Source: an optimization exercise on an open RTL-to-GDS flow (aim: small area, a short achievable clock period and few clock cycles per item). Production flows keep margins and buffers that such runs may drop.
RTL that was checked went through simulation tests only; none was proved equivalent to the original.
For run 2, only the layout was checked, not whether the RTL still works.
Power is estimated from default activity; no workload was simulated.

==> flow/design.v (outline; a module is shown in full before it is edited, if it fits) <==
// module booth_recoder: 16 lines
// module booth_mult_top: 1455 lines
module booth_mult_top (
	input  logic                          clk,
	input  logic                          reset,
	input  logic                          in_valid,
	input  logic signed [16-1:0] multiplicand,
	input  logic signed [16-1:0] multiplier,
	output logic                          out_valid,
	output logic signed [32-1:0] product
);
  // ...
==> flow/flow/run.sh <==
#!/bin/bash
# Layout flow: the standard ORFS flow (standard.sh), unchanged synthesis, with these changes:
#  - after synthesis, polarity.py re-chooses the polarity of full adders and xor gates so that
#    fewer inverters are needed (registers and all other cells are left as they are);
#  - port buffers are buf_1 instead of the delay buffer that buffer_ports picks by default;
#  - clock tree: sink clusters of up to 20 registers under sky130_fd_sc_hd__clkbuf_8 leaves, no dummy loads.
# Each tool writes its full output to a log here: synth.log, polarity.log, standard.log
# (and ORFS's own logs under orfs/).
set -euo pipefail
R=orfs/results/sky130hd/booth_mult_top/base
bash standard.sh synth > synth.log 2>&1
cp $R/1_2_yosys.v $R/1_2_yosys_std.v
python3 flow/polarity.py $R/1_2_yosys_std.v $R/1_2_yosys.v > polarity.log 2>&1
rm -f $R/1_synth.odb $R/1_synth.sdc
export BUFFER_PORTS_ARGS="-buffer_cell sky130_fd_sc_hd__buf_1"
export CTS_ARGS="-sink_clustering_enable -repair_clock_nets -buf_list sky130_fd_sc_hd__clkbuf_8 -sink_clustering_size 20 -sink_clustering_max_diameter 60 -dont_use_dummy_load"
bash standard.sh > standard.log 2>&1
==> flow/flow/polarity.py <==
#!/usr/bin/env python3
"""Re-choose the polarity of full adders and xor gates in a mapped sky130 netlist so that fewer
inverters are needed.

usage: polarity.py IN.v OUT.v

A full adder with all three inputs inverted gives both outputs inverted, and an xor/xnor gate
can take in or give out either polarity by trading xor for xnor. Synthesis leaves inverters
between such cells; this picks a polarity per cell that needs the fewest inverters, removes the
old inverters and adds one inverter per net whose complement is still needed. Registers and
all other cells keep their polarity.
"""
import re
import sys
from collections import defaultdict

src = open(sys.argv[1]).read()
m = re.search(r'^(.*?\n)(\s*sky130_fd_sc_hd__.*?;\n)(\s*endmodule.*)$', src, re.S)
head = src[:src.index('  sky130_fd_sc_hd__')]
tail = src[src.rindex(');') + 3:]
cells = []
for cm in re.finditer(r'^\s*(sky130_fd_sc_hd__(\w+))\s+(\S+)\s*\((.*?)\);', src, re.S | re.M):
    pins = [(p, n.strip()) for p, n in re.findall(r'\.(\w+)\(([^()]*)\)', cm.group(4))]
    cells.append({'type': cm.group(1), 'base': cm.group(2), 'name': cm.group(3), 'pins': pins})

OUTP = {'X', 'Y', 'Q', 'Q_N', 'SUM', 'COUT', 'HI', 'LO'}
ports = set()
for d in re.findall(r'^\s*(?:input|output)\s+(?:\[[^\]]*\]\s*)?(\S+);', head, re.M):
    ports.add(d)


def is_port_net(n):
    base = n.split('[')[0].strip().lstrip('\\')
    return base in ports


def kind(c):
    b = c['base']
    if re.match(r'(clk)?inv_\d+$', b):
        return 'inv'
    if re.match(r'fa_\d+$', b):
        return 'fa'
    if re.match(r'x(n)?or2_\d+$', b):
        return 'xor'
    return 'fixed'


driver = {}
for i, c in enumerate(cells):
    for p, n in c['pins']:
        if p in OUTP:
            driver[n] = (i, p)

# inverters whose output is a port stay as they are
for c in cells:
    c['kind'] = kind(c)
    if c['kind'] == 'inv' and is_port_net(dict(c['pins'])['Y']):
        c['kind'] = 'fixed'


def root(n):
    """(root net, parity) following removable inverters back"""
    par = 0
    while n in driver and cells[driver[n][0]]['kind'] == 'inv':
        n = dict(cells[driver[n][0]]['pins'])['A']
        par ^= 1
    return n, par


# loads: (cell index, pin, root, parity)
loads = []
for i, c in enumerate(cells):
    if c['kind'] == 'inv':
        continue
    for p, n in c['pins']:
        if p in OUTP:
            continue
        if n.startswith("1'b") or n == '':
            loads.append((i, p, n, 0))
            continue
        r, par = root(n)
        loads.append((i, p, r, par))
# output ports driven through inverters are kept by the fixed inverters above; ports driven
# directly keep their driver.

flip = [0] * len(cells)
flippable = [i for i, c in enumerate(cells) if c['kind'] in ('fa', 'xor')]
by_root = defaultdict(list)
for k, (i, p, r, par) in enumerate(loads):
    by_root[r].append(k)
cell_loads = defaultdict(list)   # loads on cell i's inputs
for k, (i, p, r, par) in enumerate(loads):
    cell_loads[i].append(k)
cell_roots = defaultdict(set)    # roots driven by cell i
for n, (i, p) in driver.items():
    if cells[i]['kind'] != 'inv':
        cell_roots[i].add(n)


def drv_flip(r):
    if r in driver:
        i = driver[r][0]
        return flip[i]
    return 0


def need(k):
    """1 if load k needs the complement of what its root net carries"""
    i, p, r, par = loads[k]
    if r.startswith("1'b"):
        return 0
    if cells[i]['kind'] == 'xor':
        return 0
    want = par ^ (flip[i] if cells[i]['kind'] == 'fa' else 0)
    return want ^ drv_flip(r)


def root_cost(r):
    return 1 if any(need(k) for k in by_root[r]) else 0


def cost_around(i):
    rs = set(cell_roots[i])
    for k in cell_loads[i]:
        rs.add(loads[k][2])
    return sum(root_cost(r) for r in rs if not r.startswith("1'b"))


total = sum(root_cost(r) for r in by_root if not r.startswith("1'b"))
start = sum(1 for c in cells if c['kind'] == 'inv')
# local search: single-cell flips, sideways moves allowed, annealed; keep the best found
import math
import random
rng = random.Random(1)
cur = total
best = cur
best_flip = list(flip)
iters = int(__import__("os").environ.get("POL_ITERS", "40000"))
for it in range(iters):
    temp = 0.6 * (1 - it / iters) + 0.01
    i = flippable[rng.randrange(len(flippable))]
    before = cost_around(i)
    flip[i] ^= 1
    d = cost_around(i) - before
    if d <= 0 or rng.random() < math.exp(-d / temp):
        cur += d
        if cur < best:
            best = cur
            best_flip = list(flip)
    else:
        flip[i] ^= 1
flip = best_flip
passes = iters
total = sum(root_cost(r) for r in by_root if not r.startswith("1'b"))

# ---- emit ----
inv_of = {}
new_wires = []


def complement(r):
    if r not in inv_of:
        k = len(inv_of)
        n = f'polinv_{k}_n'
        inv_of[r] = n
        new_wires.append(n)
    return inv_of[r]


out_cells = []
for i, c in enumerate(cells):
    if c['kind'] == 'inv':
        continue
    pins = []
    xor_par = 0
    for p, n in c['pins']:
        if p in OUTP:
            pins.append((p, n))
            continue
        if n.startswith("1'b") or n == '':
            pins.append((p, n))
            continue
        r, par = root(n)
        have = drv_flip(r)
        if c['kind'] == 'xor':
            xor_par ^= par ^ have
            pins.append((p, r))
        else:
            want = par ^ (flip[i] if c['kind'] == 'fa' else 0)
            pins.append((p, complement(r) if want ^ have else r))
    typ = c['type']
    if c['kind'] == 'xor':
        if xor_par ^ flip[i]:
            typ = typ.replace('__xor2', '__XX').replace('__xnor2', '__xor2').replace('__XX', '__xnor2')
            # xor2 drives X, xnor2 drives Y
            outp = 'X' if '__xor2' in typ else 'Y'
            pins = [((outp if p in ('X', 'Y') else p), n) for p, n in pins]
    out_cells.append((typ, c['name'], pins))
for r, n in inv_of.items():
    out_cells.append(('sky130_fd_sc_hd__inv_1', f'polinv_{n.split("_")[1]}', [('A', r), ('Y', n)]))

lines = [head.rstrip('\n')]
for n in new_wires:
    lines.append(f'  wire {n};')
for typ, name, pins in out_cells:
    lines.append(f'  {typ} {name} (')
    lines.append(',\n'.join(f'    .{p}({n} )' if n.startswith('\\') else f'    .{p}({n})' for p, n in pins))
    lines.append('  );')
lines.append(tail.lstrip('\n').rstrip('\n'))
open(sys.argv[2], 'w').write('\n'.join(lines) + '\n')
sys.stderr.write(f'polarity: {start} inverters before, {len(inv_of)} after, '
                 f'{sum(flip)} of {len(flippable)} cells flipped, {passes} passes\n')
==> flow/standard.sh <==
#!/bin/bash
# synth_recipe.tcl (not shown) runs the flow's synth.tcl, then flattens the netlist and writes it again
# the make line also repeats each setting of config.mk as NAME=value (left out here)
make -C /OpenROAD-flow-scripts/flow DESIGN_CONFIG=/design/flow/config.mk WORK_HOME=/design/flow/orfs CLKGATE_MAP_FILE= SYNTH_SCRIPT=/design/flow/synth_recipe.tcl "${@:-finish}"
==> flow/config.mk <==
export PLATFORM = sky130hd
export DESIGN_NAME = booth_mult_top
export DESIGN_NICKNAME = booth_mult_top
export VERILOG_FILES = /design/flow/design.v
export SDC_FILE = /design/flow/constraint.sdc
export NUM_CORES = 4
export LEC_CHECK = 0
export CAP_MARGIN = 20
export CORE_MARGIN = 2
export CORE_UTILIZATION = 50
export SETUP_SLACK_MARGIN = 3.4
export SLEW_MARGIN = 20
==> flow/constraint.sdc <==
create_clock -name core_clock -period 5.5 [get_ports {clk}]
set_input_delay 1.1000 -clock core_clock [delete_from_list [all_inputs] [get_ports {clk}]]
set_output_delay 1.1000 -clock core_clock [all_outputs]
set_load 0.01 [all_outputs]
==> run_results.csv, run 1 <==
group,metric,value,unit
power_and_ir_drop,p_leak,4.245,nW
power_and_ir_drop,swShare,35.12,%
timing,fin_crit_sh,37.48,%
run_status,status,"complete, no violations",
timing,rsz0062_at_grt,"true",
power_and_ir_drop,power,5.400,mW
worst_setup_path,reg2reg_to,"s125_q1",
placement,hpwl,14.29,mm
cts,numCtsBuffers,15,
timing,clock_skew,0.02276,ns
worst_setup_path,critPathTopFamily,"flip-flops",
cells_and_area,largest_register_ffs,32,
detailed_routing,drtIter0Drc,360,
synthesis,syn_inst,848,
cells_and_area,seq_cells,212,
global_route,met1_usage,25.62,%
cells_and_area,layout_commonest_cell,"dfxtp_1",
detailed_routing,met3_length,1.265,mm
detailed_routing,routed_wl,20.24,mm
global_route,grt_overflow_total,0,
cts,ctsHoldBuffers,0,
cells_and_area,num_antenna_cells,0,
worst_setup_path,critPathArrivalTime,0.96,ns
timing,finalSetupViolations,0,
global_route,grt-busiest-layer,"met2",
cts,clk_path_buf_depth,3,
Testbench counts, summed over its fixed seeds: cycles 24,024, items 24,000.
==> run 2: changes to the inputs <==
--- a/flow/design.v
+++ b/flow/design.v
@@ -412,18 +412,16 @@
 	logic s221;
 	logic c222;
 	logic s223;
 	logic c224;
 	logic s225;
 	logic c226;
 	logic pg_p0_0;
 	logic pg_g0_0;
-	logic pg_p0_5;
-	logic pg_g0_5;
 	logic pg_p0_6;
 	logic pg_g0_6;
 	logic pg_p0_7;
 	logic pg_g0_7;
 	logic pg_p0_8;
 	logic pg_g0_8;
 	logic pg_p0_9;
 	logic pg_g0_9;
@@ -456,18 +454,16 @@
 	logic pg_p0_23;
 	logic pg_g0_23;
 	logic pg_p0_24;
 	logic pg_g0_24;
 	logic pg_p0_25;
 	logic pg_g0_25;
 	logic pg_p0_26;
 	logic pg_g0_26;
-	logic pg_p0_27;
-	logic pg_g0_27;
 	logic pg_p0_28;
 	logic pg_g0_28;
 	logic pg_p0_30;
 	logic pg_g0_30;
 	logic lo_g1_1;
 	logic lo_p1_1;
 	logic lo_g1_3;
 	logic lo_p1_3;
@@ -486,26 +482,32 @@
 	logic lo_g3_4;
 	logic lo_p3_4;
 	logic lo_g3_5;
 	logic lo_p3_5;
 	logic lo_g3_6;
 	logic lo_p3_6;
 	logic lo_g3_7;
 	logic lo_p3_7;
+	logic lo_g4_8;
+	logic lo_p4_8;
 	logic lo_sum_0;
 	logic lo_sum_1;
 	logic lo_sum_2;
 	logic lo_sum_3;
 	logic lo_sum_4;
 	logic lo_sum_5;
 	logic lo_sum_6;
 	logic lo_sum_7;
-	logic lo_gk_8;
 	logic lo_sum_8;
+	logic lo_gk_9;
+	logic lo_sum_9;
+	logic neg_r_2_q1;
+	logic s3_q1;
+	logic c88_q1;
 	logic c12_q1;
 	logic c14_q1;
 	logic s95_q1;
 	logic c16_q1;
 	logic s97_q1;
 	logic c96_q1;
 	logic c20_q1;
 	logic s99_q1;
@@ -540,19 +542,23 @@
 	logic c70_q1;
 	logic s135_q1;
 	logic c134_q1;
 	logic c72_q1;
 	logic c74_q1;
 	logic s137_q1;
 	logic s139_q1;
 	logic c138_q1;
-	logic neg_r_2_q1;
-	logic s3_q1;
-	logic c88_q1;
+	logic s83_q1;
+	logic c82_q1;
+	logic c144_q1;
+	logic pp_7_15_q1;
+	logic c146_q1;
+	logic s5_q1;
+	logic c4_q1;
 	logic c6_q1;
 	logic s89_q1;
 	logic s91_q1;
 	logic c90_q1;
 	logic s93_q1;
 	logic c92_q1;
 	logic c94_q1;
 	logic c104_q1;
@@ -563,42 +569,35 @@
 	logic c124_q1;
 	logic c128_q1;
 	logic c132_q1;
 	logic c136_q1;
 	logic s141_q1;
 	logic c140_q1;
 	logic s143_q1;
 	logic c142_q1;
-	logic s83_q1;
-	logic c82_q1;
-	logic c144_q1;
-	logic pp_7_15_q1;
-	logic c146_q1;
-	logic s179_q1;
-	logic c180_q1;
-	logic s223_q1;
+	logic s85_q1;
+	logic c84_q1;
 	logic s145_q1;
-	logic c224_q1;
 	logic pps_7_q1;
 	logic pg_p0_0_q1;
 	logic pp_0_1_q1;
 	logic s1_q1;
 	logic s87_q1;
 	logic pg_g0_0_q1;
 	logic lo_sum_0_q2;
 	logic lo_sum_1_q2;
 	logic lo_sum_2_q2;
 	logic lo_sum_3_q2;
 	logic lo_sum_4_q2;
 	logic lo_sum_5_q2;
 	logic lo_sum_6_q2;
 	logic lo_sum_7_q2;
 	logic lo_sum_8_q2;
-	logic pg_p0_9_q2;
+	logic lo_sum_9_q2;
 	logic pg_p0_10_q2;
 	logic pg_p0_11_q2;
 	logic pg_p0_12_q2;
 	logic pg_p0_13_q2;
 	logic pg_p0_14_q2;
 	logic pg_p0_15_q2;
 	logic pg_p0_16_q2;
 	logic pg_p0_17_q2;
@@ -606,22 +605,21 @@
 	logic pg_p0_19_q2;
 	logic pg_p0_20_q2;
 	logic pg_p0_21_q2;
 	logic pg_p0_22_q2;
 	logic pg_p0_23_q2;
 	logic pg_p0_24_q2;
 	logic pg_p0_25_q2;
 	logic pg_p0_26_q2;
-	logic pg_p0_27_q2;
-	logic pg_p0_28_q2;
 	logic s225_q2;
+	logic pg_p0_28_q2;
+	logic s181_q2;
 	logic pg_p0_30_q2;
-	logic lo_gk_8_q2;
-	logic pg_g0_9_q2;
+	logic lo_gk_9_q2;
 	logic pg_g0_10_q2;
 	logic pg_g0_11_q2;
 	logic pg_g0_12_q2;
 	logic pg_g0_13_q2;
 	logic pg_g0_14_q2;
 	logic pg_g0_15_q2;
 	logic pg_g0_16_q2;
 	logic pg_g0_17_q2;
@@ -629,17 +627,16 @@
 	logic pg_g0_19_q2;
 	logic pg_g0_20_q2;
 	logic pg_g0_21_q2;
 	logic pg_g0_22_q2;
 	logic pg_g0_23_q2;
 	logic pg_g0_24_q2;
 	logic pg_g0_25_q2;
 	logic pg_g0_26_q2;
-	logic pg_g0_27_q2;
 	logic pg_g0_28_q2;
 	logic pg_g0_30_q2;
 	assign pp_0_0 = (one_r[0] & md_r[0]) ^ neg_r[0];
 	assign pp_0_1 = ((one_r[0] & md_r[1]) | (two_r[0] & md_r[0])) ^ neg_r[0];
 	assign pp_0_2 = ((one_r[0] & md_r[2]) | (two_r[0] & md_r[1])) ^ neg_r[0];
 	assign pp_0_3 = ((one_r[0] & md_r[3]) | (two_r[0] & md_r[2])) ^ neg_r[0];
 	assign pp_0_4 = ((one_r[0] & md_r[4]) | (two_r[0] & md_r[3])) ^ neg_r[0];
 	assign pp_0_5 = ((one_r[0] & md_r[5]) | (two_r[0] & md_r[4])) ^ neg_r[0];
@@ -922,183 +919,185 @@
 	assign s139 = pp_7_9 ^ s77 ^ c76;
 	assign c140 = (pp_7_9 & s77) | (pp_7_9 & c76) | (s77 & c76);
 	assign s141 = pp_7_10 ^ s79 ^ c78;
 	assign c142 = (pp_7_10 & s79) | (pp_7_10 & c78) | (s79 & c78);
 	assign s143 = s81 ^ c80 ^ 1'b1;
 	assign c144 = (s81 & c80) | (s81 & 1'b1) | (c80 & 1'b1);
 	assign s145 = pps_6 ^ pp_7_14 ^ c86;
 	assign c146 = (pps_6 & pp_7_14) | (pps_6 & c86) | (pp_7_14 & c86);
-	assign s147 = c12_q1 ^ c14_q1 ^ s95_q1;
-	assign c148 = (c12_q1 & c14_q1) | (c12_q1 & s95_q1) | (c14_q1 & s95_q1);
-	assign s149 = c16_q1 ^ s97_q1 ^ c96_q1;
-	assign c150 = (c16_q1 & s97_q1) | (c16_q1 & c96_q1) | (s97_q1 & c96_q1);
-	assign s151 = c20_q1 ^ s99_q1 ^ c98_q1;
-	assign c152 = (c20_q1 & s99_q1) | (c20_q1 & c98_q1) | (s99_q1 & c98_q1);
-	assign s153 = s101_q1 ^ s103_q1 ^ c100_q1;
-	assign c154 = (s101_q1 & s103_q1) | (s101_q1 & c100_q1) | (s103_q1 & c100_q1);
-	assign s155 = s105_q1 ^ s107_q1 ^ c102_q1;
-	assign c156 = (s105_q1 & s107_q1) | (s105_q1 & c102_q1) | (s107_q1 & c102_q1);
-	assign s157 = s109_q1 ^ s111_q1 ^ c106_q1;
-	assign c158 = (s109_q1 & s111_q1) | (s109_q1 & c106_q1) | (s111_q1 & c106_q1);
-	assign s159 = s113_q1 ^ s115_q1 ^ c110_q1;
-	assign c160 = (s113_q1 & s115_q1) | (s113_q1 & c110_q1) | (s115_q1 & c110_q1);
-	assign s161 = s117_q1 ^ s119_q1 ^ c114_q1;
-	assign c162 = (s117_q1 & s119_q1) | (s117_q1 & c114_q1) | (s119_q1 & c114_q1);
-	assign s163 = s121_q1 ^ s123_q1 ^ c118_q1;
-	assign c164 = (s121_q1 & s123_q1) | (s121_q1 & c118_q1) | (s123_q1 & c118_q1);
-	assign s165 = s125_q1 ^ s127_q1 ^ c122_q1;
-	assign c166 = (s125_q1 & s127_q1) | (s125_q1 & c122_q1) | (s127_q1 & c122_q1);
-	assign s167 = s129_q1 ^ s131_q1 ^ c126_q1;
-	assign c168 = (s129_q1 & s131_q1) | (s129_q1 & c126_q1) | (s131_q1 & c126_q1);
-	assign s169 = c66_q1 ^ s133_q1 ^ c130_q1;
-	assign c170 = (c66_q1 & s133_q1) | (c66_q1 & c130_q1) | (s133_q1 & c130_q1);
-	assign s171 = c70_q1 ^ s135_q1 ^ c134_q1;
-	assign c172 = (c70_q1 & s135_q1) | (c70_q1 & c134_q1) | (s135_q1 & c134_q1);
-	assign s173 = c72_q1 ^ c74_q1 ^ s137_q1;
-	assign c174 = (c72_q1 & c74_q1) | (c72_q1 & s137_q1) | (c74_q1 & s137_q1);
-	assign s175 = s139_q1 ^ c138_q1 ^ 1'b1;
-	assign c176 = (s139_q1 & c138_q1) | (s139_q1 & 1'b1) | (c138_q1 & 1'b1);
-	assign s177 = neg_r_2_q1 ^ s3_q1 ^ c88_q1;
-	assign c178 = (neg_r_2_q1 & s3_q1) | (neg_r_2_q1 & c88_q1) | (s3_q1 & c88_q1);
-	assign s179 = s5 ^ c4;
-	assign c180 = s5 & c4;
-	assign s181 = c6_q1 ^ s89_q1;
-	assign c182 = c6_q1 & s89_q1;
-	assign s183 = s91_q1 ^ c90_q1;
-	assign c184 = s91_q1 & c90_q1;
-	assign s185 = s93_q1 ^ c92_q1;
-	assign c186 = s93_q1 & c92_q1;
-	assign s187 = c94_q1 ^ s147;
-	assign c188 = c94_q1 & s147;
-	assign s189 = s149 ^ c148;
-	assign c190 = s149 & c148;
-	assign s191 = s151 ^ c150;
-	assign c192 = s151 & c150;
-	assign s193 = s153 ^ c152;
-	assign c194 = s153 & c152;
-	assign s195 = c104_q1 ^ s155 ^ c154;
-	assign c196 = (c104_q1 & s155) | (c104_q1 & c154) | (s155 & c154);
-	assign s197 = c108_q1 ^ s157 ^ c156;
-	assign c198 = (c108_q1 & s157) | (c108_q1 & c156) | (s157 & c156);
-	assign s199 = c112_q1 ^ s159 ^ c158;
-	assign c200 = (c112_q1 & s159) | (c112_q1 & c158) | (s159 & c158);
-	assign s201 = c116_q1 ^ s161 ^ c160;
-	assign c202 = (c116_q1 & s161) | (c116_q1 & c160) | (s161 & c160);
-	assign s203 = c120_q1 ^ s163 ^ c162;
-	assign c204 = (c120_q1 & s163) | (c120_q1 & c162) | (s163 & c162);
-	assign s205 = c124_q1 ^ s165 ^ c164;
-	assign c206 = (c124_q1 & s165) | (c124_q1 & c164) | (s165 & c164);
-	assign s207 = c128_q1 ^ s167 ^ c166;
-	assign c208 = (c128_q1 & s167) | (c128_q1 & c166) | (s167 & c166);
-	assign s209 = c132_q1 ^ s169 ^ c168;
-	assign c210 = (c132_q1 & s169) | (c132_q1 & c168) | (s169 & c168);
-	assign s211 = s171 ^ c170;
-	assign c212 = s171 & c170;
-	assign s213 = c136_q1 ^ s173 ^ c172;
-	assign c214 = (c136_q1 & s173) | (c136_q1 & c172) | (s173 & c172);
-	assign s215 = s175 ^ c174;
-	assign c216 = s175 & c174;
-	assign s217 = s141_q1 ^ c140_q1 ^ c176;
-	assign c218 = (s141_q1 & c140_q1) | (s141_q1 & c176) | (c140_q1 & c176);
-	assign s219 = s143_q1 ^ c142_q1;
-	assign c220 = s143_q1 & c142_q1;
-	assign s221 = s83_q1 ^ c82_q1 ^ c144_q1;
-	assign c222 = (s83_q1 & c82_q1) | (s83_q1 & c144_q1) | (c82_q1 & c144_q1);
-	assign s223 = s85 ^ c84;
-	assign c224 = s85 & c84;
-	assign s225 = pp_7_15_q1 ^ c146_q1 ^ 1'b1;
-	assign c226 = (pp_7_15_q1 & c146_q1) | (pp_7_15_q1 & 1'b1) | (c146_q1 & 1'b1);
+	assign s147 = neg_r_2_q1 ^ s3_q1 ^ c88_q1;
+	assign c148 = (neg_r_2_q1 & s3_q1) | (neg_r_2_q1 & c88_q1) | (s3_q1 & c88_q1);
+	assign s149 = c12_q1 ^ c14_q1 ^ s95_q1;
+	assign c150 = (c12_q1 & c14_q1) | (c12_q1 & s95_q1) | (c14_q1 & s95_q1);
+	assign s151 = c16_q1 ^ s97_q1 ^ c96_q1;
+	assign c152 = (c16_q1 & s97_q1) | (c16_q1 & c96_q1) | (s97_q1 & c96_q1);
+	assign s153 = c20_q1 ^ s99_q1 ^ c98_q1;
+	assign c154 = (c20_q1 & s99_q1) | (c20_q1 & c98_q1) | (s99_q1 & c98_q1);
+	assign s155 = s101_q1 ^ s103_q1 ^ c100_q1;
+	assign c156 = (s101_q1 & s103_q1) | (s101_q1 & c100_q1) | (s103_q1 & c100_q1);
+	assign s157 = s105_q1 ^ s107_q1 ^ c102_q1;
+	assign c158 = (s105_q1 & s107_q1) | (s105_q1 & c102_q1) | (s107_q1 & c102_q1);
+	assign s159 = s109_q1 ^ s111_q1 ^ c106_q1;
+	assign c160 = (s109_q1 & s111_q1) | (s109_q1 & c106_q1) | (s111_q1 & c106_q1);
+	assign s161 = s113_q1 ^ s115_q1 ^ c110_q1;
+	assign c162 = (s113_q1 & s115_q1) | (s113_q1 & c110_q1) | (s115_q1 & c110_q1);
+	assign s163 = s117_q1 ^ s119_q1 ^ c114_q1;
+	assign c164 = (s117_q1 & s119_q1) | (s117_q1 & c114_q1) | (s119_q1 & c114_q1);
+	assign s165 = s121_q1 ^ s123_q1 ^ c118_q1;
+	assign c166 = (s121_q1 & s123_q1) | (s121_q1 & c118_q1) | (s123_q1 & c118_q1);
+	assign s167 = s125_q1 ^ s127_q1 ^ c122_q1;
+	assign c168 = (s125_q1 & s127_q1) | (s125_q1 & c122_q1) | (s127_q1 & c122_q1);
+	assign s169 = s129_q1 ^ s131_q1 ^ c126_q1;
+	assign c170 = (s129_q1 & s131_q1) | (s129_q1 & c126_q1) | (s131_q1 & c126_q1);
+	assign s171 = c66_q1 ^ s133_q1 ^ c130_q1;
+	assign c172 = (c66_q1 & s133_q1) | (c66_q1 & c130_q1) | (s133_q1 & c130_q1);
+	assign s173 = c70_q1 ^ s135_q1 ^ c134_q1;
+	assign c174 = (c70_q1 & s135_q1) | (c70_q1 & c134_q1) | (s135_q1 & c134_q1);
+	assign s175 = c72_q1 ^ c74_q1 ^ s137_q1;
+	assign c176 = (c72_q1 & c74_q1) | (c72_q1 & s137_q1) | (c74_q1 & s137_q1);
+	assign s177 = s139_q1 ^ c138_q1 ^ 1'b1;
+	assign c178 = (s139_q1 & c138_q1) | (s139_q1 & 1'b1) | (c138_q1 & 1'b1);
+	assign s179 = s83_q1 ^ c82_q1 ^ c144_q1;
+	assign c180 = (s83_q1 & c82_q1) | (s83_q1 & c144_q1) | (c82_q1 & c144_q1);
+	assign s181 = pp_7_15_q1 ^ c146_q1 ^ 1'b1;
+	assign c182 = (pp_7_15_q1 & c146_q1) | (pp_7_15_q1 & 1'b1) | (c146_q1 & 1'b1);
+	assign s183 = s5_q1 ^ c4_q1 ^ c148;
+	assign c184 = (s5_q1 & c4_q1) | (s5_q1 & c148) | (c4_q1 & c148);
+	assign s185 = c6_q1 ^ s89_q1;
+	assign c186 = c6_q1 & s89_q1;
+	assign s187 = s91_q1 ^ c90_q1;
+	assign c188 = s91_q1 & c90_q1;
+	assign s189 = s93_q1 ^ c92_q1;
+	assign c190 = s93_q1 & c92_q1;
+	assign s191 = c94_q1 ^ s149;
+	assign c192 = c94_q1 & s149;
+	assign s193 = s151 ^ c150;
+	assign c194 = s151 & c150;
+	assign s195 = s153 ^ c152;
+	assign c196 = s153 & c152;
+	assign s197 = s155 ^ c154;
+	assign c198 = s155 & c154;
+	assign s199 = c104_q1 ^ s157 ^ c156;
+	assign c200 = (c104_q1 & s157) | (c104_q1 & c156) | (s157 & c156);
+	assign s201 = c108_q1 ^ s159 ^ c158;
+	assign c202 = (c108_q1 & s159) | (c108_q1 & c158) | (s159 & c158);
+	assign s203 = c112_q1 ^ s161 ^ c160;
+	assign c204 = (c112_q1 & s161) | (c112_q1 & c160) | (s161 & c160);
+	assign s205 = c116_q1 ^ s163 ^ c162;
+	assign c206 = (c116_q1 & s163) | (c116_q1 & c162) | (s163 & c162);
+	assign s207 = c120_q1 ^ s165 ^ c164;
+	assign c208 = (c120_q1 & s165) | (c120_q1 & c164) | (s165 & c164);
+	assign s209 = c124_q1 ^ s167 ^ c166;
+	assign c210 = (c124_q1 & s167) | (c124_q1 & c166) | (s167 & c166);
+	assign s211 = c128_q1 ^ s169 ^ c168;
+	assign c212 = (c128_q1 & s169) | (c128_q1 & c168) | (s169 & c168);
+	assign s213 = c132_q1 ^ s171 ^ c170;
+	assign c214 = (c132_q1 & s171) | (c132_q1 & c170) | (s171 & c170);
+	assign s215 = s173 ^ c172;
+	assign c216 = s173 & c172;
+	assign s217 = c136_q1 ^ s175 ^ c174;
+	assign c218 = (c136_q1 & s175) | (c136_q1 & c174) | (s175 & c174);
+	assign s219 = s177 ^ c176;
+	assign c220 = s177 & c176;
+	assign s221 = s141_q1 ^ c140_q1 ^ c178;
+	assign c222 = (s141_q1 & c140_q1) | (s141_q1 & c178) | (c140_q1 & c178);
+	assign s223 = s143_q1 ^ c142_q1;
+	assign c224 = s143_q1 & c142_q1;
+	assign s225 = s85_q1 ^ c84_q1 ^ c180;
+	assign c226 = (s85_q1 & c84_q1) | (s85_q1 & c180) | (c84_q1 & c180);
 	assign pg_p0_0 = pp_0_0 ^ neg_r[0];
 	assign pg_g0_0 = pp_0_0 & neg_r[0];
-	assign pg_p0_5 = s179_q1 ^ c178;
-	assign pg_g0_5 = s179_q1 & c178;
-	assign pg_p0_6 = s181 ^ c180_q1;
-	assign pg_g0_6 = s181 & c180_q1;
-	assign pg_p0_7 = s183 ^ c182;
-	assign pg_g0_7 = s183 & c182;
-	assign pg_p0_8 = s185 ^ c184;
-	assign pg_g0_8 = s185 & c184;
-	assign pg_p0_9 = s187 ^ c186;
-	assign pg_g0_9 = s187 & c186;
-	assign pg_p0_10 = s189 ^ c188;
-	assign pg_g0_10 = s189 & c188;
-	assign pg_p0_11 = s191 ^ c190;
-	assign pg_g0_11 = s191 & c190;
-	assign pg_p0_12 = s193 ^ c192;
-	assign pg_g0_12 = s193 & c192;
-	assign pg_p0_13 = s195 ^ c194;
-	assign pg_g0_13 = s195 & c194;
-	assign pg_p0_14 = s197 ^ c196;
-	assign pg_g0_14 = s197 & c196;
-	assign pg_p0_15 = s199 ^ c198;
-	assign pg_g0_15 = s199 & c198;
-	assign pg_p0_16 = s201 ^ c200;
-	assign pg_g0_16 = s201 & c200;
-	assign pg_p0_17 = s203 ^ c202;
-	assign pg_g0_17 = s203 & c202;
-	assign pg_p0_18 = s205 ^ c204;
-	assign pg_g0_18 = s205 & c204;
-	assign pg_p0_19 = s207 ^ c206;
-	assign pg_g0_19 = s207 & c206;
-	assign pg_p0_20 = s209 ^ c208;
-	assign pg_g0_20 = s209 & c208;
-	assign pg_p0_21 = s211 ^ c210;
-	assign pg_g0_21 = s211 & c210;
-	assign pg_p0_22 = s213 ^ c212;
-	assign pg_g0_22 = s213 & c212;
-	assign pg_p0_23 = s215 ^ c214;
-	assign pg_g0_23 = s215 & c214;
-	assign pg_p0_24 = s217 ^ c216;
-	assign pg_g0_24 = s217 & c216;
-	assign pg_p0_25 = s219 ^ c218;
-	assign pg_g0_25 = s219 & c218;
-	assign pg_p0_26 = s221 ^ c220;
-	assign pg_g0_26 = s221 & c220;
-	assign pg_p0_27 = s223_q1 ^ c222;
-	assign pg_g0_27 = s223_q1 & c222;
-	assign pg_p0_28 = s145_q1 ^ c224_q1;
-	assign pg_g0_28 = s145_q1 & c224_q1;
-	assign pg_p0_30 = pps_7_q1 ^ c226;
-	assign pg_g0_30 = pps_7_q1 & c226;
+	assign pg_p0_6 = s185 ^ c184;
+	assign pg_g0_6 = s185 & c184;
+	assign pg_p0_7 = s187 ^ c186;
+	assign pg_g0_7 = s187 & c186;
+	assign pg_p0_8 = s189 ^ c188;
+	assign pg_g0_8 = s189 & c188;
+	assign pg_p0_9 = s191 ^ c190;
+	assign pg_g0_9 = s191 & c190;
+	assign pg_p0_10 = s193 ^ c192;
+	assign pg_g0_10 = s193 & c192;
+	assign pg_p0_11 = s195 ^ c194;
+	assign pg_g0_11 = s195 & c194;
+	assign pg_p0_12 = s197 ^ c196;
+	assign pg_g0_12 = s197 & c196;
+	assign pg_p0_13 = s199 ^ c198;
+	assign pg_g0_13 = s199 & c198;
+	assign pg_p0_14 = s201 ^ c200;
+	assign pg_g0_14 = s201 & c200;
+	assign pg_p0_15 = s203 ^ c202;
+	assign pg_g0_15 = s203 & c202;
+	assign pg_p0_16 = s205 ^ c204;
+	assign pg_g0_16 = s205 & c204;
+	assign pg_p0_17 = s207 ^ c206;
+	assign pg_g0_17 = s207 & c206;
+	assign pg_p0_18 = s209 ^ c208;
+	assign pg_g0_18 = s209 & c208;
+	assign pg_p0_19 = s211 ^ c210;
+	assign pg_g0_19 = s211 & c210;
+	assign pg_p0_20 = s213 ^ c212;
+	assign pg_g0_20 = s213 & c212;
+	assign pg_p0_21 = s215 ^ c214;
+	assign pg_g0_21 = s215 & c214;
+	assign pg_p0_22 = s217 ^ c216;
+	assign pg_g0_22 = s217 & c216;
+	assign pg_p0_23 = s219 ^ c218;
+	assign pg_g0_23 = s219 & c218;
+	assign pg_p0_24 = s221 ^ c220;
+	assign pg_g0_24 = s221 & c220;
+	assign pg_p0_25 = s223 ^ c222;
+	assign pg_g0_25 = s223 & c222;
+	assign pg_p0_26 = s179 ^ c224;
+	assign pg_g0_26 = s179 & c224;
+	assign pg_p0_28 = s145_q1 ^ c226;
+	assign pg_g0_28 = s145_q1 & c226;
+	assign pg_p0_30 = pps_7_q1 ^ c182;
+	assign pg_g0_30 = pps_7_q1 & c182;
 	assign lo_g1_1 = 1'b0 | (pp_0_1_q1 & pg_g0_0_q1);
 	assign lo_p1_1 = pp_0_1_q1 & pg_p0_0_q1;
 	assign lo_g1_3 = 1'b0 | (s87_q1 & 1'b0);
 	assign lo_p1_3 = s87_q1 & s1_q1;
-	assign lo_g1_5 = pg_g0_5 | (pg_p0_5 & 1'b0);
-	assign lo_p1_5 = pg_p0_5 & s177;
+	assign lo_g1_5 = 1'b0 | (s183 & 1'b0);
+	assign lo_p1_5 = s183 & s147;
 	assign lo_g1_7 = pg_g0_7 | (pg_p0_7 & pg_g0_6);
 	assign lo_p1_7 = pg_p0_7 & pg_p0_6;
 	assign lo_g2_2 = 1'b0 | (s1_q1 & lo_g1_1);
 	assign lo_p2_2 = s1_q1 & lo_p1_1;
 	assign lo_g2_3 = lo_g1_3 | (lo_p1_3 & lo_g1_1);
 	assign lo_p2_3 = lo_p1_3 & lo_p1_1;
 	assign lo_g2_6 = pg_g0_6 | (pg_p0_6 & lo_g1_5);
 	assign lo_p2_6 = pg_p0_6 & lo_p1_5;
 	assign lo_g2_7 = lo_g1_7 | (lo_p1_7 & lo_g1_5);
 	assign lo_p2_7 = lo_p1_7 & lo_p1_5;
-	assign lo_g3_4 = 1'b0 | (s177 & lo_g2_3);
-	assign lo_p3_4 = s177 & lo_p2_3;
+	assign lo_g3_4 = 1'b0 | (s147 & lo_g2_3);
+	assign lo_p3_4 = s147 & lo_p2_3;
 	assign lo_g3_5 = lo_g1_5 | (lo_p1_5 & lo_g2_3);
 	assign lo_p3_5 = lo_p1_5 & lo_p2_3;
 	assign lo_g3_6 = lo_g2_6 | (lo_p2_6 & lo_g2_3);
 	assign lo_p3_6 = lo_p2_6 & lo_p2_3;
 	assign lo_g3_7 = lo_g2_7 | (lo_p2_7 & lo_g2_3);
 	assign lo_p3_7 = lo_p2_7 & lo_p2_3;
+	assign lo_g4_8 = pg_g0_8 | (pg_p0_8 & lo_g3_7);
+	assign lo_p4_8 = pg_p0_8 & lo_p3_7;
 	assign lo_sum_0 = pg_p0_0_q1 ^ 1'b0;
 	assign lo_sum_1 = pp_0_1_q1 ^ pg_g0_0_q1;
 	assign lo_sum_2 = s1_q1 ^ lo_g1_1;
 	assign lo_sum_3 = s87_q1 ^ lo_g2_2;
-	assign lo_sum_4 = s177 ^ lo_g2_3;
-	assign lo_sum_5 = pg_p0_5 ^ lo_g3_4;
+	assign lo_sum_4 = s147 ^ lo_g2_3;
+	assign lo_sum_5 = s183 ^ lo_g3_4;
 	assign lo_sum_6 = pg_p0_6 ^ lo_g3_5;
 	assign lo_sum_7 = pg_p0_7 ^ lo_g3_6;
-	assign lo_gk_8 = pg_g0_8 | (pg_p0_8 & lo_g3_7);
 	assign lo_sum_8 = pg_p0_8 ^ lo_g3_7;
+	assign lo_gk_9 = pg_g0_9 | (pg_p0_9 & lo_g4_8);
+	assign lo_sum_9 = pg_p0_9 ^ lo_g4_8;
 	always_ff @(posedge clk) begin
+		neg_r_2_q1 <= neg_r[2];
+		s3_q1 <= s3;
+		c88_q1 <= c88;
 		c12_q1 <= c12;
 		c14_q1 <= c14;
 		s95_q1 <= s95;
 		c16_q1 <= c16;
 		s97_q1 <= s97;
 		c96_q1 <= c96;
 		c20_q1 <= c20;
 		s99_q1 <= s99;
@@ -1133,19 +1132,23 @@
 		c70_q1 <= c70;
 		s135_q1 <= s135;
 		c134_q1 <= c134;
 		c72_q1 <= c72;
 		c74_q1 <= c74;
 		s137_q1 <= s137;
 		s139_q1 <= s139;
 		c138_q1 <= c138;
-		neg_r_2_q1 <= neg_r[2];
-		s3_q1 <= s3;
-		c88_q1 <= c88;
+		s83_q1 <= s83;
+		c82_q1 <= c82;
+		c144_q1 <= c144;
+		pp_7_15_q1 <= pp_7_15;
+		c146_q1 <= c146;
+		s5_q1 <= s5;
+		c4_q1 <= c4;
 		c6_q1 <= c6;
 		s89_q1 <= s89;
 		s91_q1 <= s91;
 		c90_q1 <= c90;
 		s93_q1 <= s93;
 		c92_q1 <= c92;
 		c94_q1 <= c94;
 		c104_q1 <= c104;
@@ -1156,26 +1159,19 @@
 		c124_q1 <= c124;
 		c128_q1 <= c128;
 		c132_q1 <= c132;
 		c136_q1 <= c136;
 		s141_q1 <= s141;
 		c140_q1 <= c140;
 		s143_q1 <= s143;
 		c142_q1 <= c142;
-		s83_q1 <= s83;
-		c82_q1 <= c82;
-		c144_q1 <= c144;
-		pp_7_15_q1 <= pp_7_15;
-		c146_q1 <= c146;
-		s179_q1 <= s179;
-		c180_q1 <= c180;
-		s223_q1 <= s223;
+		s85_q1 <= s85;
+		c84_q1 <= c84;
 		s145_q1 <= s145;
-		c224_q1 <= c224;
 		pps_7_q1 <= pps_7;
 		pg_p0_0_q1 <= pg_p0_0;
 		pp_0_1_q1 <= pp_0_1;
 		s1_q1 <= s1;
 		s87_q1 <= s87;
 		pg_g0_0_q1 <= pg_g0_0;
 	end
 	always_ff @(posedge clk) begin
@@ -1183,17 +1179,17 @@
 		lo_sum_1_q2 <= lo_sum_1;
 		lo_sum_2_q2 <= lo_sum_2;
 		lo_sum_3_q2 <= lo_sum_3;
 		lo_sum_4_q2 <= lo_sum_4;
 		lo_sum_5_q2 <= lo_sum_5;
 		lo_sum_6_q2 <= lo_sum_6;
 		lo_sum_7_q2 <= lo_sum_7;
 		lo_sum_8_q2 <= lo_sum_8;
-		pg_p0_9_q2 <= pg_p0_9;
+		lo_sum_9_q2 <= lo_sum_9;
 		pg_p0_10_q2 <= pg_p0_10;
 		pg_p0_11_q2 <= pg_p0_11;
 		pg_p0_12_q2 <= pg_p0_12;
 		pg_p0_13_q2 <= pg_p0_13;
 		pg_p0_14_q2 <= pg_p0_14;
 		pg_p0_15_q2 <= pg_p0_15;
 		pg_p0_16_q2 <= pg_p0_16;
 		pg_p0_17_q2 <= pg_p0_17;
@@ -1201,22 +1197,21 @@
 		pg_p0_19_q2 <= pg_p0_19;
 		pg_p0_20_q2 <= pg_p0_20;
 		pg_p0_21_q2 <= pg_p0_21;
 		pg_p0_22_q2 <= pg_p0_22;
 		pg_p0_23_q2 <= pg_p0_23;
 		pg_p0_24_q2 <= pg_p0_24;
 		pg_p0_25_q2 <= pg_p0_25;
 		pg_p0_26_q2 <= pg_p0_26;
-		pg_p0_27_q2 <= pg_p0_27;
-		pg_p0_28_q2 <= pg_p0_28;
 		s225_q2 <= s225;
+		pg_p0_28_q2 <= pg_p0_28;
+		s181_q2 <= s181;
 		pg_p0_30_q2 <= pg_p0_30;
-		lo_gk_8_q2 <= lo_gk_8;
-		pg_g0_9_q2 <= pg_g0_9;
+		lo_gk_9_q2 <= lo_gk_9;
 		pg_g0_10_q2 <= pg_g0_10;
 		pg_g0_11_q2 <= pg_g0_11;
 		pg_g0_12_q2 <= pg_g0_12;
 		pg_g0_13_q2 <= pg_g0_13;
 		pg_g0_14_q2 <= pg_g0_14;
 		pg_g0_15_q2 <= pg_g0_15;
 		pg_g0_16_q2 <= pg_g0_16;
 		pg_g0_17_q2 <= pg_g0_17;
@@ -1224,170 +1219,157 @@
 		pg_g0_19_q2 <= pg_g0_19;
 		pg_g0_20_q2 <= pg_g0_20;
 		pg_g0_21_q2 <= pg_g0_21;
 		pg_g0_22_q2 <= pg_g0_22;
 		pg_g0_23_q2 <= pg_g0_23;
 		pg_g0_24_q2 <= pg_g0_24;
 		pg_g0_25_q2 <= pg_g0_25;
 		pg_g0_26_q2 <= pg_g0_26;
-		pg_g0_27_q2 <= pg_g0_27;
 		pg_g0_28_q2 <= pg_g0_28;
 		pg_g0_30_q2 <= pg_g0_30;
 	end
 	logic [31:0] sum_w;
-	assign sum_w[7:0] = {lo_sum_7_q2, lo_sum_6_q2, lo_sum_5_q2, lo_sum_4_q2, lo_sum_3_q2, lo_sum_2_q2, lo_sum_1_q2, lo_sum_0_q2};
+	assign sum_w[8:0] = {lo_sum_8_q2, lo_sum_7_q2, lo_sum_6_q2, lo_sum_5_q2, lo_sum_4_q2, lo_sum_3_q2, lo_sum_2_q2, lo_sum_1_q2, lo_sum_0_q2};
 	logic pf_g1_1;
-	assign pf_g1_1 = pg_g0_9_q2 | (pg_p0_9_q2 & lo_gk_8_q2);
+	assign pf_g1_1 = pg_g0_10_q2 | (pg_p0_10_q2 & lo_gk_9_q2);
 	logic pf_p1_1;
-	assign pf_p1_1 = pg_p0_9_q2 & lo_sum_8_q2;
+	assign pf_p1_1 = pg_p0_10_q2 & lo_sum_9_q2;
 	logic pf_g1_3;
-	assign pf_g1_3 = pg_g0_11_q2 | (pg_p0_11_q2 & pg_g0_10_q2);
+	assign pf_g1_3 = pg_g0_12_q2 | (pg_p0_12_q2 & pg_g0_11_q2);
 	logic pf_p1_3;
-	assign pf_p1_3 = pg_p0_11_q2 & pg_p0_10_q2;
+	assign pf_p1_3 = pg_p0_12_q2 & pg_p0_11_q2;
 	logic pf_g1_5;
-	assign pf_g1_5 = pg_g0_13_q2 | (pg_p0_13_q2 & pg_g0_12_q2);
+	assign pf_g1_5 = pg_g0_14_q2 | (pg_p0_14_q2 & pg_g0_13_q2);
 	logic pf_p1_5;
-	assign pf_p1_5 = pg_p0_13_q2 & pg_p0_12_q2;
+	assign pf_p1_5 = pg_p0_14_q2 & pg_p0_13_q2;
 	logic pf_g1_7;
-	assign pf_g1_7 = pg_g0_15_q2 | (pg_p0_15_q2 & pg_g0_14_q2);
+	assign pf_g1_7 = pg_g0_16_q2 | (pg_p0_16_q2 & pg_g0_15_q2);
 	logic pf_p1_7;
-	assign pf_p1_7 = pg_p0_15_q2 & pg_p0_14_q2;
+	assign pf_p1_7 = pg_p0_16_q2 & pg_p0_15_q2;
 	logic pf_g1_9;
-	assign pf_g1_9 = pg_g0_17_q2 | (pg_p0_17_q2 & pg_g0_16_q2);
+	assign pf_g1_9 = pg_g0_18_q2 | (pg_p0_18_q2 & pg_g0_17_q2);
 	logic pf_p1_9;
-	assign pf_p1_9 = pg_p0_17_q2 & pg_p0_16_q2;
+	assign pf_p1_9 = pg_p0_18_q2 & pg_p0_17_q2;
 	logic pf_g1_11;
-	assign pf_g1_11 = pg_g0_19_q2 | (pg_p0_19_q2 & pg_g0_18_q2);
+	assign pf_g1_11 = pg_g0_20_q2 | (pg_p0_20_q2 & pg_g0_19_q2);
 	logic pf_p1_11;
-	assign pf_p1_11 = pg_p0_19_q2 & pg_p0_18_q2;
+	assign pf_p1_11 = pg_p0_20_q2 & pg_p0_19_q2;
 	logic pf_g1_13;
-	assign pf_g1_13 = pg_g0_21_q2 | (pg_p0_21_q2 & pg_g0_20_q2);
+	assign pf_g1_13 = pg_g0_22_q2 | (pg_p0_22_q2 & pg_g0_21_q2);
 	logic pf_p1_13;
-	assign pf_p1_13 = pg_p0_21_q2 & pg_p0_20_q2;
+	assign pf_p1_13 = pg_p0_22_q2 & pg_p0_21_q2;
 	logic pf_g1_15;
-	assign pf_g1_15 = pg_g0_23_q2 | (pg_p0_23_q2 & pg_g0_22_q2);
+	assign pf_g1_15 = pg_g0_24_q2 | (pg_p0_24_q2 & pg_g0_23_q2);
 	logic pf_p1_15;
-	assign pf_p1_15 = pg_p0_23_q2 & pg_p0_22_q2;
+	assign pf_p1_15 = pg_p0_24_q2 & pg_p0_23_q2;
 	logic pf_g1_17;
-	assign pf_g1_17 = pg_g0_25_q2 | (pg_p0_25_q2 & pg_g0_24_q2);
+	assign pf_g1_17 = pg_g0_26_q2 | (pg_p0_26_q2 & pg_g0_25_q2);
 	logic pf_p1_17;
-	assign pf_p1_17 = pg_p0_25_q2 & pg_p0_24_q2;
+	assign pf_p1_17 = pg_p0_26_q2 & pg_p0_25_q2;
 	logic pf_g1_19;
-	assign pf_g1_19 = pg_g0_27_q2 | (pg_p0_27_q2 & pg_g0_26_q2);
+	assign pf_g1_19 = pg_g0_28_q2 | (pg_p0_28_q2 & 1'b0);
 	logic pf_p1_19;
-	assign pf_p1_19 = pg_p0_27_q2 & pg_p0_26_q2;
+	assign pf_p1_19 = pg_p0_28_q2 & s225_q2;
 	logic pf_g1_21;
-	assign pf_g1_21 = 1'b0 | (s225_q2 & pg_g0_28_q2);
+	assign pf_g1_21 = pg_g0_30_q2 | (pg_p0_30_q2 & 1'b0);
 	logic pf_p1_21;
-	assign pf_p1_21 = s225_q2 & pg_p0_28_q2;
-	logic pf_g1_23;
-	assign pf_g1_23 = 1'b0 | (1'b1 & pg_g0_30_q2);
-	logic pf_p1_23;
-	assign pf_p1_23 = 1'b1 & pg_p0_30_q2;
+	assign pf_p1_21 = pg_p0_30_q2 & s181_q2;
 	logic pf_g2_2;
-	assign pf_g2_2 = pg_g0_10_q2 | (pg_p0_10_q2 & pf_g1_1);
+	assign pf_g2_2 = pg_g0_11_q2 | (pg_p0_11_q2 & pf_g1_1);
 	logic pf_p2_2;
-	assign pf_p2_2 = pg_p0_10_q2 & pf_p1_1;
+	assign pf_p2_2 = pg_p0_11_q2 & pf_p1_1;
 	logic pf_g2_3;
 	assign pf_g2_3 = pf_g1_3 | (pf_p1_3 & pf_g1_1);
 	logic pf_p2_3;
 	assign pf_p2_3 = pf_p1_3 & pf_p1_1;
 	logic pf_g2_6;
-	assign pf_g2_6 = pg_g0_14_q2 | (pg_p0_14_q2 & pf_g1_5);
+	assign pf_g2_6 = pg_g0_15_q2 | (pg_p0_15_q2 & pf_g1_5);
 	logic pf_p2_6;
-	assign pf_p2_6 = pg_p0_14_q2 & pf_p1_5;
+	assign pf_p2_6 = pg_p0_15_q2 & pf_p1_5;
 	logic pf_g2_7;
 	assign pf_g2_7 = pf_g1_7 | (pf_p1_7 & pf_g1_5);
 	logic pf_p2_7;
 	assign pf_p2_7 = pf_p1_7 & pf_p1_5;
 	logic pf_g2_10;
-	assign pf_g2_10 = pg_g0_18_q2 | (pg_p0_18_q2 & pf_g1_9);
+	assign pf_g2_10 = pg_g0_19_q2 | (pg_p0_19_q2 & pf_g1_9);
 	logic pf_p2_10;
-	assign pf_p2_10 = pg_p0_18_q2 & pf_p1_9;
+	assign pf_p2_10 = pg_p0_19_q2 & pf_p1_9;
 	logic pf_g2_11;
 	assign pf_g2_11 = pf_g1_11 | (pf_p1_11 & pf_g1_9);
 	logic pf_p2_11;
 	assign pf_p2_11 = pf_p1_11 & pf_p1_9;
 	logic pf_g2_14;
-	assign pf_g2_14 = pg_g0_22_q2 | (pg_p0_22_q2 & pf_g1_13);
+	assign pf_g2_14 = pg_g0_23_q2 | (pg_p0_23_q2 & pf_g1_13);
 	logic pf_p2_14;
-	assign pf_p2_14 = pg_p0_22_q2 & pf_p1_13;
+	assign pf_p2_14 = pg_p0_23_q2 & pf_p1_13;
 	logic pf_g2_15;
 	assign pf_g2_15 = pf_g1_15 | (pf_p1_15 & pf_g1_13);
 	logic pf_p2_15;
 	assign pf_p2_15 = pf_p1_15 & pf_p1_13;
 	logic pf_g2_18;
-	assign pf_g2_18 = pg_g0_26_q2 | (pg_p0_26_q2 & pf_g1_17);
+	assign pf_g2_18 = 1'b0 | (s225_q2 & pf_g1_17);
 	logic pf_p2_18;
-	assign pf_p2_18 = pg_p0_26_q2 & pf_p1_17;
+	assign pf_p2_18 = s225_q2 & pf_p1_17;
 	logic pf_g2_19;
 	assign pf_g2_19 = pf_g1_19 | (pf_p1_19 & pf_g1_17);
 	logic pf_p2_19;
 	assign pf_p2_19 = pf_p1_19 & pf_p1_17;
 	logic pf_g2_22;
-	assign pf_g2_22 = pg_g0_30_q2 | (pg_p0_30_q2 & pf_g1_21);
+	assign pf_g2_22 = 1'b0 | (1'b1 & pf_g1_21);
 	logic pf_p2_22;
-	assign pf_p2_22 = pg_p0_30_q2 & pf_p1_21;
-	logic pf_g2_23;
-	assign pf_g2_23 = pf_g1_23 | (pf_p1_23 & pf_g1_21);
-	logic pf_p2_23;
-	assign pf_p2_23 = pf_p1_23 & pf_p1_21;
+	assign pf_p2_22 = 1'b1 & pf_p1_21;
 	logic pf_g3_4;
-	assign pf_g3_4 = pg_g0_12_q2 | (pg_p0_12_q2 & pf_g2_3);
+	assign pf_g3_4 = pg_g0_13_q2 | (pg_p0_13_q2 & pf_g2_3);
 	logic pf_p3_4;
-	assign pf_p3_4 = pg_p0_12_q2 & pf_p2_3;
+	assign pf_p3_4 = pg_p0_13_q2 & pf_p2_3;
 	logic pf_g3_5;
 	assign pf_g3_5 = pf_g1_5 | (pf_p1_5 & pf_g2_3);
 	logic pf_p3_5;
 	assign pf_p3_5 = pf_p1_5 & pf_p2_3;
 	logic pf_g3_6;
 	assign pf_g3_6 = pf_g2_6 | (pf_p2_6 & pf_g2_3);
 	logic pf_p3_6;
 	assign pf_p3_6 = pf_p2_6 & pf_p2_3;
 	logic pf_g3_7;
 	assign pf_g3_7 = pf_g2_7 | (pf_p2_7 & pf_g2_3);
 	logic pf_p3_7;
 	assign pf_p3_7 = pf_p2_7 & pf_p2_3;
 	logic pf_g3_12;
-	assign pf_g3_12 = pg_g0_20_q2 | (pg_p0_20_q2 & pf_g2_11);
+	assign pf_g3_12 = pg_g0_21_q2 | (pg_p0_21_q2 & pf_g2_11);
 	logic pf_p3_12;
-	assign pf_p3_12 = pg_p0_20_q2 & pf_p2_11;
+	assign pf_p3_12 = pg_p0_21_q2 & pf_p2_11;
 	logic pf_g3_13;
 	assign pf_g3_13 = pf_g1_13 | (pf_p1_13 & pf_g2_11);
 	logic pf_p3_13;
 	assign pf_p3_13 = pf_p1_13 & pf_p2_11;
 	logic pf_g3_14;
 	assign pf_g3_14 = pf_g2_14 | (pf_p2_14 & pf_g2_11);
 	logic pf_p3_14;
 	assign pf_p3_14 = pf_p2_14 & pf_p2_11;
 	logic pf_g3_15;
 	assign pf_g3_15 = pf_g2_15 | (pf_p2_15 & pf_g2_11);
 	logic pf_p3_15;
 	assign pf_p3_15 = pf_p2_15 & pf_p2_11;
 	logic pf_g3_20;
-	assign pf_g3_20 = pg_g0_28_q2 | (pg_p0_28_q2 & pf_g2_19);
+	assign pf_g3_20 = 1'b0 | (s181_q2 & pf_g2_19);
 	logic pf_p3_20;
-	assign pf_p3_20 = pg_p0_28_q2 & pf_p2_19;
+	assign pf_p3_20 = s181_q2 & pf_p2_19;
 	logic pf_g3_21;
 	assign pf_g3_21 = pf_g1_21 | (pf_p1_21 & pf_g2_19);
 	logic pf_p3_21;
 	assign pf_p3_21 = pf_p1_21 & pf_p2_19;
 	logic pf_g3_22;
 	assign pf_g3_22 = pf_g2_22 | (pf_p2_22 & pf_g2_19);
 	logic pf_p3_22;
 	assign pf_p3_22 = pf_p2_22 & pf_p2_19;
-	logic pf_g3_23;
-	assign pf_g3_23 = pf_g2_23 | (pf_p2_23 & pf_g2_19);
-	logic pf_p3_23;
-	assign pf_p3_23 = pf_p2_23 & pf_p2_19;
 	logic pf_g4_8;
-	assign pf_g4_8 = pg_g0_16_q2 | (pg_p0_16_q2 & pf_g3_7);
+	assign pf_g4_8 = pg_g0_17_q2 | (pg_p0_17_q2 & pf_g3_7);
 	logic pf_p4_8;
-	assign pf_p4_8 = pg_p0_16_q2 & pf_p3_7;
+	assign pf_p4_8 = pg_p0_17_q2 & pf_p3_7;
 	logic pf_g4_9;
 	assign pf_g4_9 = pf_g1_9 | (pf_p1_9 & pf_g3_7);
 	logic pf_p4_9;
 	assign pf_p4_9 = pf_p1_9 & pf_p3_7;
 	logic pf_g4_10;
 	assign pf_g4_10 = pf_g2_10 | (pf_p2_10 & pf_g3_7);
 	logic pf_p4_10;
 	assign pf_p4_10 = pf_p2_10 & pf_p3_7;
@@ -1407,19 +1389,19 @@
 	assign pf_g4_14 = pf_g3_14 | (pf_p3_14 & pf_g3_7);
 	logic pf_p4_14;
 	assign pf_p4_14 = pf_p3_14 & pf_p3_7;
 	logic pf_g4_15;
 	assign pf_g4_15 = pf_g3_15 | (pf_p3_15 & pf_g3_7);
 	logic pf_p4_15;
 	assign pf_p4_15 = pf_p3_15 & pf_p3_7;
 	logic pf_g5_16;
-	assign pf_g5_16 = pg_g0_24_q2 | (pg_p0_24_q2 & pf_g4_15);
+	assign pf_g5_16 = pg_g0_25_q2 | (pg_p0_25_q2 & pf_g4_15);
 	logic pf_p5_16;
-	assign pf_p5_16 = pg_p0_24_q2 & pf_p4_15;
+	assign pf_p5_16 = pg_p0_25_q2 & pf_p4_15;
 	logic pf_g5_17;
 	assign pf_g5_17 = pf_g1_17 | (pf_p1_17 & pf_g4_15);
 	logic pf_p5_17;
 	assign pf_p5_17 = pf_p1_17 & pf_p4_15;
 	logic pf_g5_18;
 	assign pf_g5_18 = pf_g2_18 | (pf_p2_18 & pf_g4_15);
 	logic pf_p5_18;
 	assign pf_p5_18 = pf_p2_18 & pf_p4_15;
@@ -1434,40 +1416,35 @@
 	logic pf_g5_21;
 	assign pf_g5_21 = pf_g3_21 | (pf_p3_21 & pf_g4_15);
 	logic pf_p5_21;
 	assign pf_p5_21 = pf_p3_21 & pf_p4_15;
 	logic pf_g5_22;
 	assign pf_g5_22 = pf_g3_22 | (pf_p3_22 & pf_g4_15);
 	logic pf_p5_22;
 	assign pf_p5_22 = pf_p3_22 & pf_p4_15;
-	logic pf_g5_23;
-	assign pf_g5_23 = pf_g3_23 | (pf_p3_23 & pf_g4_15);
-	logic pf_p5_23;
-	assign pf_p5_23 = pf_p3_23 & pf_p4_15;
-	assign sum_w[8] = lo_sum_8_q2 ^ 1'b0;
-	assign sum_w[9] = pg_p0_9_q2 ^ lo_gk_8_q2;
-	assign sum_w[10] = pg_p0_10_q2 ^ pf_g1_1;
-	assign sum_w[11] = pg_p0_11_q2 ^ pf_g2_2;
-	assign sum_w[12] = pg_p0_12_q2 ^ pf_g2_3;
-	assign sum_w[13] = pg_p0_13_q2 ^ pf_g3_4;
-	assign sum_w[14] = pg_p0_14_q2 ^ pf_g3_5;
-	assign sum_w[15] = pg_p0_15_q2 ^ pf_g3_6;
-	assign sum_w[16] = pg_p0_16_q2 ^ pf_g3_7;
-	assign sum_w[17] = pg_p0_17_q2 ^ pf_g4_8;
-	assign sum_w[18] = pg_p0_18_q2 ^ pf_g4_9;
-	assign sum_w[19] = pg_p0_19_q2 ^ pf_g4_10;
-	assign sum_w[20] = pg_p0_20_q2 ^ pf_g4_11;
-	assign sum_w[21] = pg_p0_21_q2 ^ pf_g4_12;
-	assign sum_w[22] = pg_p0_22_q2 ^ pf_g4_13;
-	assign sum_w[23] = pg_p0_23_q2 ^ pf_g4_14;
-	assign sum_w[24] = pg_p0_24_q2 ^ pf_g4_15;
-	assign sum_w[25] = pg_p0_25_q2 ^ pf_g5_16;
-	assign sum_w[26] = pg_p0_26_q2 ^ pf_g5_17;
-	assign sum_w[27] = pg_p0_27_q2 ^ pf_g5_18;
-	assign sum_w[28] = pg_p0_28_q2 ^ pf_g5_19;
-	assign sum_w[29] = s225_q2 ^ pf_g5_20;
-	assign sum_w[30] = pg_p0_30_q2 ^ pf_g5_21;
-	assign sum_w[31] = 1'b1 ^ pf_g5_22;
+	assign sum_w[9] = lo_sum_9_q2 ^ 1'b0;
+	assign sum_w[10] = pg_p0_10_q2 ^ lo_gk_9_q2;
+	assign sum_w[11] = pg_p0_11_q2 ^ pf_g1_1;
+	assign sum_w[12] = pg_p0_12_q2 ^ pf_g2_2;
+	assign sum_w[13] = pg_p0_13_q2 ^ pf_g2_3;
+	assign sum_w[14] = pg_p0_14_q2 ^ pf_g3_4;
+	assign sum_w[15] = pg_p0_15_q2 ^ pf_g3_5;
+	assign sum_w[16] = pg_p0_16_q2 ^ pf_g3_6;
+	assign sum_w[17] = pg_p0_17_q2 ^ pf_g3_7;
+	assign sum_w[18] = pg_p0_18_q2 ^ pf_g4_8;
+	assign sum_w[19] = pg_p0_19_q2 ^ pf_g4_9;
+	assign sum_w[20] = pg_p0_20_q2 ^ pf_g4_10;
+	assign sum_w[21] = pg_p0_21_q2 ^ pf_g4_11;
+	assign sum_w[22] = pg_p0_22_q2 ^ pf_g4_12;
+	assign sum_w[23] = pg_p0_23_q2 ^ pf_g4_13;
+	assign sum_w[24] = pg_p0_24_q2 ^ pf_g4_14;
+	assign sum_w[25] = pg_p0_25_q2 ^ pf_g4_15;
+	assign sum_w[26] = pg_p0_26_q2 ^ pf_g5_16;
+	assign sum_w[27] = s225_q2 ^ pf_g5_17;
+	assign sum_w[28] = pg_p0_28_q2 ^ pf_g5_18;
+	assign sum_w[29] = s181_q2 ^ pf_g5_19;
+	assign sum_w[30] = pg_p0_30_q2 ^ pf_g5_20;
+	assign sum_w[31] = 1'b1 ^ pf_g5_21;
 	always_ff @(posedge clk) begin
 		product <= sum_w;
 	end
 endmodule
==> run 2 against run 1 <==
  * Critical path depth rose by 9
  * Sequential power shrank 2%
  * Worst hold slack got worse by 0.0016 ns
  * Synthesized area down 0.47%
  * Register-to-register slack got worse by 0.63 ns
  * Critical path type is now reg2reg
  * Highest routed layer unchanged
==> run_results.csv, run 2 <==
group,metric,value,unit
detailed_routing,drtIter0Drc,433,
detailed_routing,wl_per_cell,16.71,um
floorplanning,die_area,21160,um2
cells_and_area,nNetsFinal,1044,
timing,period_needed,2.670,ns
timing,finalSetupTns,0,ns
cts,path_clk_slew,0.11,ns
cells_and_area,post-route-util,55.79,%
cells_and_area,area_growth,8.865,%
timing,finalSetupViolations,0,
detailed_routing,drcViolationCount,0,
worst_setup_path,critPathArrivalTime,3.07,ns
worst_setup_path,critPathMaxFanout,2,
cts,cts_tree,"done",
power_and_ir_drop,peakVddDrop,0.2699,mV
detailed_routing,via_per_inst,5.352,
global_route,grt_overflow_total,0,
synthesis,syn_area_per_cell,11.84,um2
cts,ctsHoldBuffers,0,
timing,setup_ws,2.830,ns
power_and_ir_drop,p_leak,4.258,nW
timing,clock_skew,0.04599,ns
global_route,grt_pass1_vias,6266,
floorplanning,start_util,51.25,%
floorplanning,core-area,19530,um2
floorplanning,die_w,145.5,um
floorplanning,ios,68,
cells_and_area,top_register,"product",
global_route,grt_first_pass_wirelength,31.38,mm
synthesis,synth_warnings,2,
cells_and_area,largest_register_ffs,32,
cells_and_area,final_cell_mix,"dfxtp_1, xnor2_1, a22oi_1, fa_1, ha_1",
cells_and_area,layout_commonest_cell,"dfxtp_1",
detailed_routing,drtPass1Iterations,5,
placement,place_ws,2.737,ns
placement,hpwl,13.74,mm
cts,clk_latency,0.50,ns
cells_and_area,regArea,4333,um2
detailed_routing,vias,6059,
worst_setup_path,worstSetupStartpointType,"flip-flop",
global_route,track_usage,17.90,%
global_route,grt_start_max_net_pins,21,
placement,routabilityCongestion,0.8869,
global_route,antenna_found_initial,0,
run_status,status,"complete, no violations",
cts,numCtsBuffers,15,
worst_setup_path,worstSetupPathType,"reg2reg",
cells_and_area,drive_gt1_share,14.19,%
worst_setup_path,crit_path_end_kind,"flip-flop",
timing,fmax,0.3745,GHz
synthesis,syn_nets,1020,
min_path,hp-class,"reg2reg",
cells_and_area,reg_top3,"product x32, md_r x16",
synthesis,syn_area,10010,um2
cts,cts.htree.levels,1,
timing,worst_slew_pin_slew,0.5521,ns
flow_run,drv_cap,0,
cells_and_area,nFillCells,1702,
cells_and_area,num_antenna_cells,0,
placement,io_buffers,67,
synthesis,syn_inst,845,
timing,fin_crit_sh,48.55,%
timing,slew_violations,0,
worst_setup_path,worstPathRequired,5.89,ns
floorplanning,fp.dieH,145.5,um
cts,cts-root-buf,"clkbuf_8",
cts,cts.sinks,210,
floorplanning,fp-row-count,51,
cells_and_area,multiInputGateArea,5505,um2
detailed_routing,ant_nets,0,
detailed_routing,routed_wl,18.92,mm
timing,slew_headroom,63.19,%
timing,hold_viol,0,
power_and_ir_drop,power_density,489.3,nW/um2
timing,rsz0062_at_grt,"true",
cts,clk_path_buf_depth,3,
-- run 2: stage by stage --
stage	instance area, um2	power (mW)	hold WS, ns	cells
final	10890	5.330	0.3338	1132
after global routing	10890	5.916	0.3428	1132
after CTS	10710	5.359	0.3383	1124
after detailed placement	10340	4.611	0.3150	1107
after global placement	10340	4.528	0.3098	1107
after floorplan	10080	3.964	0.3096	845
-- run 2: layout make-up --
| cell class | instances | area share [%] |
|---|---|---|
| tap | 265 | 3.044 |
| inverter | 29 | 0.9992 |
| sequential | 210 | 39.77 |
| clock buffer | 15 | 1.895 |
| multi-input combinational | 535 | 50.53 |
| timing repair buffer | 78 | 3.756 |
-- run 2: path summary, 6_finish.rpt --
path	slack (ns)	depth (start not counted)	startpoint	endpoint
min	0.33	0	lo_sum_2_q2	product[2]
max reg2reg	2.83	10	c88_q1	lo_sum_9_q2
max	2.83	10	c88_q1	lo_sum_9_q2
min reg2reg	0.33	0	lo_sum_2_q2	product[2]
-- run 2: power by group --
group / switching, mW / internal [mW]
logic: 1.05 / 1.08
registers: 0.373 / 2.14
clock network: 0.437 / 0.247
-- run 2: per-layer routing --
layer  track usage (%)  vias up  wire [um]
met5                 0        -          0
met4             3.873        0        168
met3             2.947       17       1093
met2             28.91      175       8867
met1             25.57     2991       8786
li1                  -     2876          -
-- run 2: timing repair --
item | in CTS | in global routing
setup buffers | 2 | 8
setup endpoints to repair | 75 | 64
gates resized for setup | 84 | 40
pin swaps | 3 | 6
-- run 2: worst max-delay path: stages (launching register included) --
cell	delay, ns
dfxtp_2	0.34
fa_2	0.38
fa_1	0.45
inv_1	0.06
and3b_1	0.19
a21oi_2	0.15
inv_1	0.06
a21oi_2	0.10
inv_1	0.06
fa_2	0.34
fa_1	0.42

[separate check: timing with driven ports]
No port has a modelled driver above. Below, the same layouts with a new extraction and two added sets of constraints. Step 1, drivers: a clkbuf_16 drives clk and a buf_2 each remaining input, both assumed. Step 2 adds t to the input delays and takes it off the output delays; t is the mean of the earliest and latest rising clock arrival at the registers after step 1. Input paths then give back, and output paths get back, about the clock's delay inside the block. Slacks: no drivers / after step 1 / after step 2; pairs: no drivers / after step 1.
| run | shift t [ns] | setup WS [ns] | latest minus earliest clock arrival (ns) |
|---|---|---|---|
| run 1 | 0.532 | 3.439 / 3.399 / 3.457 | 0.023 / 0.023 |
| run 2 | 0.521 | 2.830 / 2.830 / 2.830 | 0.052 / 0.052 |
After both steps every run listed still meets setup and hold.
